Background: an optimization exercise with open tools, aiming at small area. Do not read the settings as production practice. In this exercise RTL edits were held to simulation tests only and were not proved equivalent to the original. The clock input has no modelled driver; a real chip could not lean on it and would need a root buffer or a full tree. Power and IR drop assume default switching activity.

Design us_frontend_top, start of the top module:
module us_frontend_top (
	input  logic                                 clk,
	input  logic                                 rst_n,
	input  logic                                 bf_spi_start,           
	input  logic                                 bf_tx_en,               
	input  logic [us_pkg::BF_DATA_WIDTH-1:0]      data_in,
	input  logic [us_pkg::BF_BIT_COUNT_WIDTH-1:0] num_of_bit,
	input  logic [us_pkg::ACQ_CNT_WIDTH-1:0]      adc_start_length,
	input  logic [us_pkg::ACQ_CNT_WIDTH-1:0]      adc_init_delay,
	input  logic [us_pkg::ACQ_CNT_WIDTH-1:0]      adc_samples_per_echo,
	input  logic                                 spi_sdi,
	output logic                                 spi_cs_n,
	output logic                                 spi_sck,
	output logic                                 spi_sdo,
	output logic                                 bf_spi_done,
	output logic [us_pkg::BF_DATA_WIDTH-1:0]      rd_data,
	output logic                                 bf_tx_en_pin,           
	output logic                                 fifo_en,                
	output logic                                 fsm_done
);
==> flow/config.mk <==
export PLATFORM = sky130hd
export DESIGN_NAME = us_frontend_top
export DESIGN_NICKNAME = us_frontend_top
export VERILOG_FILES = /design/flow/design.v
export SDC_FILE = /design/flow/constraint.sdc
export NUM_CORES = 4
export LEC_CHECK = 0
export CAP_MARGIN = 0
export CORE_MARGIN = 2
export CORE_UTILIZATION = 40
export CTS_BUF_LIST = sky130_fd_sc_hd__clkbuf_8
export SLEW_MARGIN = 0
==> flow/constraint.sdc <==
create_clock -name core_clock -period 5.0 [get_ports {clk}]
set_input_delay 1.0000 -clock core_clock [delete_from_list [all_inputs] [get_ports {clk}]]
set_output_delay 1.0000 -clock core_clock [all_outputs]
set_load 0.01 [all_outputs]
standard.sh (not shown) runs the stock make flow with config.mk's settings and CLKGATE_MAP_FILE= SYNTH_SCRIPT=/design/flow/synth_recipe.tcl, a recipe that flattens the netlist after the stock synthesis.
==> flow/flow/run.sh <==
#!/bin/bash
# Standard layout with two changes:
#  - synthesis maps the logic with flow/abc_area.script (area-oriented
#    ABC mapping) instead of ORFS's speed script; everything else in the
#    synthesis, including the register mapping and names, is the standard one
#  - the smallest buffer (buf_1) on every port
set -euo pipefail
W=$(pwd)
sed 's|^  log_cmd abc {\*}\$abc_args$|  set abc_args [lreplace $abc_args 1 1 '"$W"'/flow/abc_area.script]\n  log_cmd abc {*}$abc_args|' \
	"$FLOW_HOME/scripts/synth.tcl" > "$W/synth_area.tcl"
grep -q "flow/abc_area.script" "$W/synth_area.tcl"
sed 's|source \$::env(SCRIPTS_DIR)/synth.tcl|source '"$W"'/synth_area.tcl|' "$W/synth_recipe.tcl" > "$W/area_synth.tcl"
grep -q "synth_area.tcl" "$W/area_synth.tcl"
bash standard.sh SYNTH_SCRIPT="$W/area_synth.tcl" \
	BUFFER_PORTS_ARGS="-buffer_cell sky130_fd_sc_hd__buf_1" finish > standard.log 2>&1
==> flow/flow/abc_area.script <==
&get -n
&st
&dch
&nf -R 1000 -p -C 32
&put
The starting point produced a clean layout.
Rerun with:
Settings changed: CAP_MARGIN 0 to 20, CTS_BUF_LIST sky130_fd_sc_hd__clkbuf_8 to sky130_fd_sc_hd__clkbuf_16, CTS_CLUSTER_DIAMETER from default to 300, CTS_CLUSTER_SIZE from default to 60, SLEW_MARGIN 0 to 20.
After rerunning:
- The new run completed without violations
- global-route usage barely changes
- design area grows by 2.0%
- routed wire length grows by about 0.4%
- worst hold slack gets worse by 0.0072 ns
- area after synthesis is unchanged
- sequential power is about the same
Rerun with:
Settings changed: CTS_BUF_LIST sky130_fd_sc_hd__clkbuf_16 to sky130_fd_sc_hd__clkbuf_8, CTS_CLUSTER_DIAMETER 300 to default, CTS_CLUSTER_SIZE 60 to default.
The new run produced a clean layout.
Worst setup slack is about the same.
Synthesized area stays the same.
Total power goes down by a few percent.
Non-clock buffer count stays the same.
First-iteration DRC count goes down by a few percent.
Final area goes down slightly.
Routed wire length is about the same.
Rerun with:
--- a/flow/flow/run.sh
+++ b/flow/flow/run.sh
@@ -14,2 +14,2 @@
 bash standard.sh SYNTH_SCRIPT="$W/area_synth.tcl" \
-	BUFFER_PORTS_ARGS="-buffer_cell sky130_fd_sc_hd__buf_1" finish > standard.log 2>&1
+	BUFFER_PORTS_ARGS="-buffer_cell sky130_fd_sc_hd__buf_1" CTS_ARGS="-buf_list sky130_fd_sc_hd__clkbuf_8 -root_buf sky130_fd_sc_hd__clkbuf_8 -sink_clustering_enable -sink_clustering_size 30 -sink_clustering_max_diameter 200 -repair_clock_nets" finish > standard.log 2>&1
After rerunning:
- total power does not change
- core utilization is unchanged
- maximum frequency stays the same
- design area stays the same
- routed wire length does not change
- area after synthesis stays the same
- sequential power hardly moves
Rerun with:
--- a/flow/flow/run.sh
+++ b/flow/flow/run.sh
@@ -14,2 +14,2 @@
 bash standard.sh SYNTH_SCRIPT="$W/area_synth.tcl" \
-	BUFFER_PORTS_ARGS="-buffer_cell sky130_fd_sc_hd__buf_1" CTS_ARGS="-buf_list sky130_fd_sc_hd__clkbuf_8 -root_buf sky130_fd_sc_hd__clkbuf_8 -sink_clustering_enable -sink_clustering_size 30 -sink_clustering_max_diameter 200 -repair_clock_nets" finish > standard.log 2>&1
+	BUFFER_PORTS_ARGS="-buffer_cell sky130_fd_sc_hd__buf_1" CTS_ARGS="-buf_list sky130_fd_sc_hd__clkbuf_4 -root_buf sky130_fd_sc_hd__clkbuf_8 -sink_clustering_enable -sink_clustering_size 20 -sink_clustering_max_diameter 100 -repair_clock_nets" finish > standard.log 2>&1
Result:
- The new run produced a clean layout
- critical path depth stays the same
- power is unchanged
- sequential cell count is unchanged
- clock power barely changes
- final area stays the same
- sequential power is about the same
- worst setup slack stays the same
- global-route usage is unchanged
- worst hold slack does not change
- cell count is unchanged

---

Starting RTL as in the previous note.
export LEC_CHECK = 0
export CAP_MARGIN = 0
export CORE_MARGIN = 2
export CORE_UTILIZATION = 70
export CTS_BUF_LIST = sky130_fd_sc_hd__clkbuf_8
export SLEW_MARGIN = 0
create_clock -name core_clock -period 5.0 [get_ports {clk}]
==> flow/flow/run.sh <==
#!/bin/bash
# Standard layout with two changes:
#  - synthesis maps the logic with flow/abc_area.script (area-oriented
#    ABC mapping) instead of ORFS's speed script; everything else in the
#    synthesis, including the register mapping and names, is the standard one
#  - the smallest buffer (buf_1) on every port
#  - a one-level clock tree (flow/manual_cts.tcl) instead of TritonCTS
set -euo pipefail
export CTS_K=3 CTS_BUF=sky130_fd_sc_hd__clkbuf_16 CTS_NET=clk
W=$(pwd)
sed 's|^  log_cmd abc {\*}\$abc_args$|  set abc_args [lreplace $abc_args 1 1 '"$W"'/flow/abc_area.script]\n  log_cmd abc {*}$abc_args|' \
	"$FLOW_HOME/scripts/synth.tcl" > "$W/synth_area.tcl"
grep -q "flow/abc_area.script" "$W/synth_area.tcl"
sed 's|source \$::env(SCRIPTS_DIR)/synth.tcl|source '"$W"'/synth_area.tcl|' "$W/synth_recipe.tcl" > "$W/area_synth.tcl"
grep -q "synth_area.tcl" "$W/area_synth.tcl"
bash standard.sh SYNTH_SCRIPT="$W/area_synth.tcl" \
	BUFFER_PORTS_ARGS="-buffer_cell sky130_fd_sc_hd__buf_1" RECOVER_POWER=100 PRE_CTS_TCL="$W/flow/manual_cts.tcl" finish > standard.log 2>&1
==> flow/flow/manual_cts.tcl <==
# Sourced before ORFS's CTS step (PRE_CTS_TCL).  Replaces clock_tree_synthesis
# with a one-level clock tree: the flip-flops are split into CTS_K groups by
# location (k-means), each group driven by one CTS_BUF placed at its centre,
# and every group buffer driven straight from the clock net.  All flip-flops
# sit behind exactly one buffer of the same type.
proc clock_tree_synthesis { args } {
  set db [ord::get_db]
  set block [ord::get_db_block]
  set k $::env(CTS_K)
  set master [$db findMaster $::env(CTS_BUF)]
  set clk_net [$block findNet $::env(CTS_NET)]
  set sinks {}
  set xs {}
  set ys {}
  foreach it [$clk_net getITerms] {
    set inst [$it getInst]
    set bb [$inst getBBox]
    lappend sinks $it
    lappend xs [expr {([$bb xMin] + [$bb xMax]) / 2.0}]
    lappend ys [expr {([$bb yMin] + [$bb yMax]) / 2.0}]
  }
  set n [llength $sinks]
  puts "manual CTS: $n sinks, $k groups of $::env(CTS_BUF)"
  # initial centres: spread along the sinks sorted by x+y
  set order [lsort -real -indices [lmap x $xs y $ys { expr {$x + $y} }]]
  set cx {}
  set cy {}
  for { set c 0 } { $c < $k } { incr c } {
    set i [lindex $order [expr {int(($c + 0.5) * $n / $k)}]]
    lappend cx [lindex $xs $i]
    lappend cy [lindex $ys $i]
  }
  set maxsz [expr {int(ceil(double($n) / $k))}]
  for { set iter 0 } { $iter < 50 } { incr iter } {
    # balanced assignment: nearest centre with room, farthest sinks first
    set cnt [lrepeat $k 0]
    set asg [lrepeat $n -1]
    set pairs {}
    for { set i 0 } { $i < $n } { incr i } {
      for { set c 0 } { $c < $k } { incr c } {
        set dx [expr {[lindex $xs $i] - [lindex $cx $c]}]
        set dy [expr {[lindex $ys $i] - [lindex $cy $c]}]
        lappend pairs [list [expr {abs($dx) + abs($dy)}] $i $c]
      }
    }
    foreach p [lsort -real -index 0 $pairs] {
      lassign $p d i c
      if { [lindex $asg $i] >= 0 || [lindex $cnt $c] >= $maxsz } { continue }
      lset asg $i $c
      lset cnt $c [expr {[lindex $cnt $c] + 1}]
    }
    set sx [lrepeat $k 0.0]
    set sy [lrepeat $k 0.0]
    for { set i 0 } { $i < $n } { incr i } {
      set c [lindex $asg $i]
      lset sx $c [expr {[lindex $sx $c] + [lindex $xs $i]}]
      lset sy $c [expr {[lindex $sy $c] + [lindex $ys $i]}]
    }
    for { set c 0 } { $c < $k } { incr c } {
      if { [lindex $cnt $c] > 0 } {
        lset cx $c [expr {[lindex $sx $c] / [lindex $cnt $c]}]
        lset cy $c [expr {[lindex $sy $c] / [lindex $cnt $c]}]
      }
    }
  }
  for { set c 0 } { $c < $k } { incr c } {
    set inst [odb::dbInst_create $block $master "clkbuf_manual_$c"]
    set net [odb::dbNet_create $block "clknet_manual_$c"]
    $net setSigType CLOCK
    $inst setLocation [expr {int([lindex $cx $c])}] [expr {int([lindex $cy $c])}]
    $inst setPlacementStatus PLACED
    [$inst findITerm A] connect $clk_net
    [$inst findITerm X] connect $net
    puts "manual CTS: group $c, [lindex $cnt $c] sinks, buffer at [lindex $cx $c] [lindex $cy $c]"
  }
  for { set i 0 } { $i < $n } { incr i } {
    set it [lindex $sinks $i]
    $it disconnect
    $it connect [$block findNet "clknet_manual_[lindex $asg $i]"]
  }
}
Scripts as last shown in full above: flow/flow/abc_area.script
The first run ran to the end with violations: capacitance limit, slew limit.
Rerun with:
--- a/flow/flow/run.sh
+++ b/flow/flow/run.sh
@@ -7 +6,0 @@
-#  - a one-level clock tree (flow/manual_cts.tcl) instead of TritonCTS
@@ -9 +8 @@
-export CTS_K=3 CTS_BUF=sky130_fd_sc_hd__clkbuf_16 CTS_NET=clk
+export CTS_K=4 CTS_BUF=sky130_fd_sc_hd__clkbuf_16 CTS_NET=clk
@@ -17 +16 @@
-	BUFFER_PORTS_ARGS="-buffer_cell sky130_fd_sc_hd__buf_1" RECOVER_POWER=100 PRE_CTS_TCL="$W/flow/manual_cts.tcl" finish > standard.log 2>&1
+	BUFFER_PORTS_ARGS="-buffer_cell sky130_fd_sc_hd__buf_1" PRE_CTS_TCL="$W/flow/manual_cts.tcl" finish > standard.log 2>&1
--- a/flow/flow/manual_cts.tcl
+++ b/flow/flow/manual_cts.tcl
@@ -33 +33 @@
-  set maxsz [expr {int(ceil(double($n) / $k))}]
+  set maxsz [expr {int(ceil(double($n) / $k)) + 2}]
Settings changed: CORE_UTILIZATION 70 to 40.
What happened: The changed run passed the timing, design-rule and antenna checks; area after synthesis stays the same; global-route usage goes down by 16 points; first-iteration DRC count goes down by 34%; maximum frequency stays flat; power is higher by 0.41%; synthesized cell count is unchanged; hold slack is about the same; sequential share of layout area decreases by 0.87 points; cell count went up by 8.9%; combinational power drops by 2.3%; setup slack barely changes.
Rerun with:
--- a/flow/flow/run.sh
+++ b/flow/flow/run.sh
@@ -6,0 +7,2 @@
+#  - a one-level clock tree (flow/manual_cts.tcl) instead of TritonCTS
+#  - RECOVER_POWER 100: the resizer downsizes cells with timing slack
@@ -8 +10 @@
-export CTS_K=4 CTS_BUF=sky130_fd_sc_hd__clkbuf_16 CTS_NET=clk
+export CTS_K=3 CTS_BUF=sky130_fd_sc_hd__clkbuf_16 CTS_NET=clk
@@ -16 +18 @@
-	BUFFER_PORTS_ARGS="-buffer_cell sky130_fd_sc_hd__buf_1" PRE_CTS_TCL="$W/flow/manual_cts.tcl" finish > standard.log 2>&1
+	BUFFER_PORTS_ARGS="-buffer_cell sky130_fd_sc_hd__buf_1" RECOVER_POWER=100 PRE_CTS_TCL="$W/flow/manual_cts.tcl" finish > standard.log 2>&1
--- a/flow/flow/manual_cts.tcl
+++ b/flow/flow/manual_cts.tcl
@@ -33 +33 @@
-  set maxsz [expr {int(ceil(double($n) / $k)) + 2}]
+  set maxsz [expr {int(ceil(double($n) / $k))}]
Settings changed: CORE_UTILIZATION 40 to 60.
What happened: Final cell count is lower by 5.4%; sequential power barely changes; routed wire length falls by 6.8%; synthesized cell count is unchanged; cell area drops by 1.6%; synthesized area does not change; clock power shrinks by 12%; total power shrinks by 1.9%; core utilization increases by 25 points.
Rerun with:
--- a/flow/flow/run.sh
+++ b/flow/flow/run.sh
@@ -7,2 +6,0 @@
-#  - a one-level clock tree (flow/manual_cts.tcl) instead of TritonCTS
-#  - RECOVER_POWER 100: the resizer downsizes cells with timing slack
@@ -18 +16 @@
-	BUFFER_PORTS_ARGS="-buffer_cell sky130_fd_sc_hd__buf_1" RECOVER_POWER=100 PRE_CTS_TCL="$W/flow/manual_cts.tcl" finish > standard.log 2>&1
+	BUFFER_PORTS_ARGS="-buffer_cell sky130_fd_sc_hd__buf_1" PRE_CTS_TCL="$W/flow/manual_cts.tcl" finish > standard.log 2>&1
--- a/flow/flow/manual_cts.tcl
+++ b/flow/flow/manual_cts.tcl
@@ -33 +33 @@
-  set maxsz [expr {int(ceil(double($n) / $k))}]
+  set maxsz [expr {int(ceil(double($n) / $k)) + 2}]
Settings changed: CORE_UTILIZATION 60 to 70.
Result:
- worst setup slack is better by 44 ps
- via count goes up by 3.1%
- global-route usage rises by 9.4 points
- power goes up by 1.8%
- utilization is higher by 12 points
- wire length grows by 11%
- flip-flop and latch count is unchanged
- synthesized area stays the same
- cell count decreases by about 3%
Rerun with:
--- a/flow/flow/run.sh
+++ b/flow/flow/run.sh
@@ -6,0 +7 @@
+#  - a one-level clock tree (flow/manual_cts.tcl) instead of TritonCTS
@@ -16 +17 @@
-	BUFFER_PORTS_ARGS="-buffer_cell sky130_fd_sc_hd__buf_1" PRE_CTS_TCL="$W/flow/manual_cts.tcl" finish > standard.log 2>&1
+	BUFFER_PORTS_ARGS="-buffer_cell sky130_fd_sc_hd__buf_1" RECOVER_POWER=100 PRE_CTS_TCL="$W/flow/manual_cts.tcl" finish > standard.log 2>&1
--- a/flow/flow/manual_cts.tcl
+++ b/flow/flow/manual_cts.tcl
@@ -33 +33 @@
-  set maxsz [expr {int(ceil(double($n) / $k)) + 2}]
+  set maxsz [expr {int(ceil(double($n) / $k))}]
Settings changed: CORE_UTILIZATION 70 to 60.
The new run went through all stages and came out clean.
Sequential cell count stays the same.
Worst setup slack got worse by 44 ps.
Via count shrinks by 3.0%.
Synthesized cell count is unchanged.
Total power shrinks by 1.7%.
Sequential power is about the same.
Register-to-register slack got worse by 40 ps.
Wire length shrinks by 9.5%.
No run of this note takes its clock network from TritonCTS; it comes from the design's own scripts or RTL.

[afterwards: timing with drivers on the ports]
In the flow no input, the clock included, has a driving cell. The finished layouts below were timed again as built, in two steps. Step 1, drivers: a clkbuf_16 drives clk and a buf_2 each remaining input, both assumed. Step 2 times the ports against the registers' clock, not the clock port: input delays grow and output delays shrink by t, the midpoint of the rising clock arrivals with the driver on. Three values: no drivers, after step 1, after step 2; two values: the first two.
run	shift t [ns]	setup WS [ns]	hold WS [ns]	worst slew at a driven data input, ns
the first run of note 1	0.385	0.865 / 0.865 / 0.865	0.489 / 0.489 / 0.489	0.06
the second run of note 1	0.374	0.869 / 0.869 / 0.869	0.482 / 0.482 / 0.482	0.05
the third run of note 1	0.386	0.869 / 0.869 / 0.869	0.489 / 0.489 / 0.489	0.06
the fourth run of note 1	0.386	0.869 / 0.869 / 0.869	0.489 / 0.489 / 0.489	0.06
the fifth run of note 1	0.386	0.869 / 0.869 / 0.869	0.489 / 0.489 / 0.489	0.06
the first run of note 2	0.236	0.867 / 0.867 / 0.867	0.491 / 0.491 / 0.491	0.07
the second run of note 2	0.237	0.866 / 0.866 / 0.866	0.489 / 0.489 / 0.489	0.05
the third run of note 2	0.236	0.825 / 0.825 / 0.825	0.487 / 0.487 / 0.487	0.05
the fourth run of note 2	0.233	0.869 / 0.869 / 0.869	0.491 / 0.491 / 0.491	0.07
the fifth run of note 2	0.236	0.825 / 0.825 / 0.825	0.487 / 0.487 / 0.487	0.05
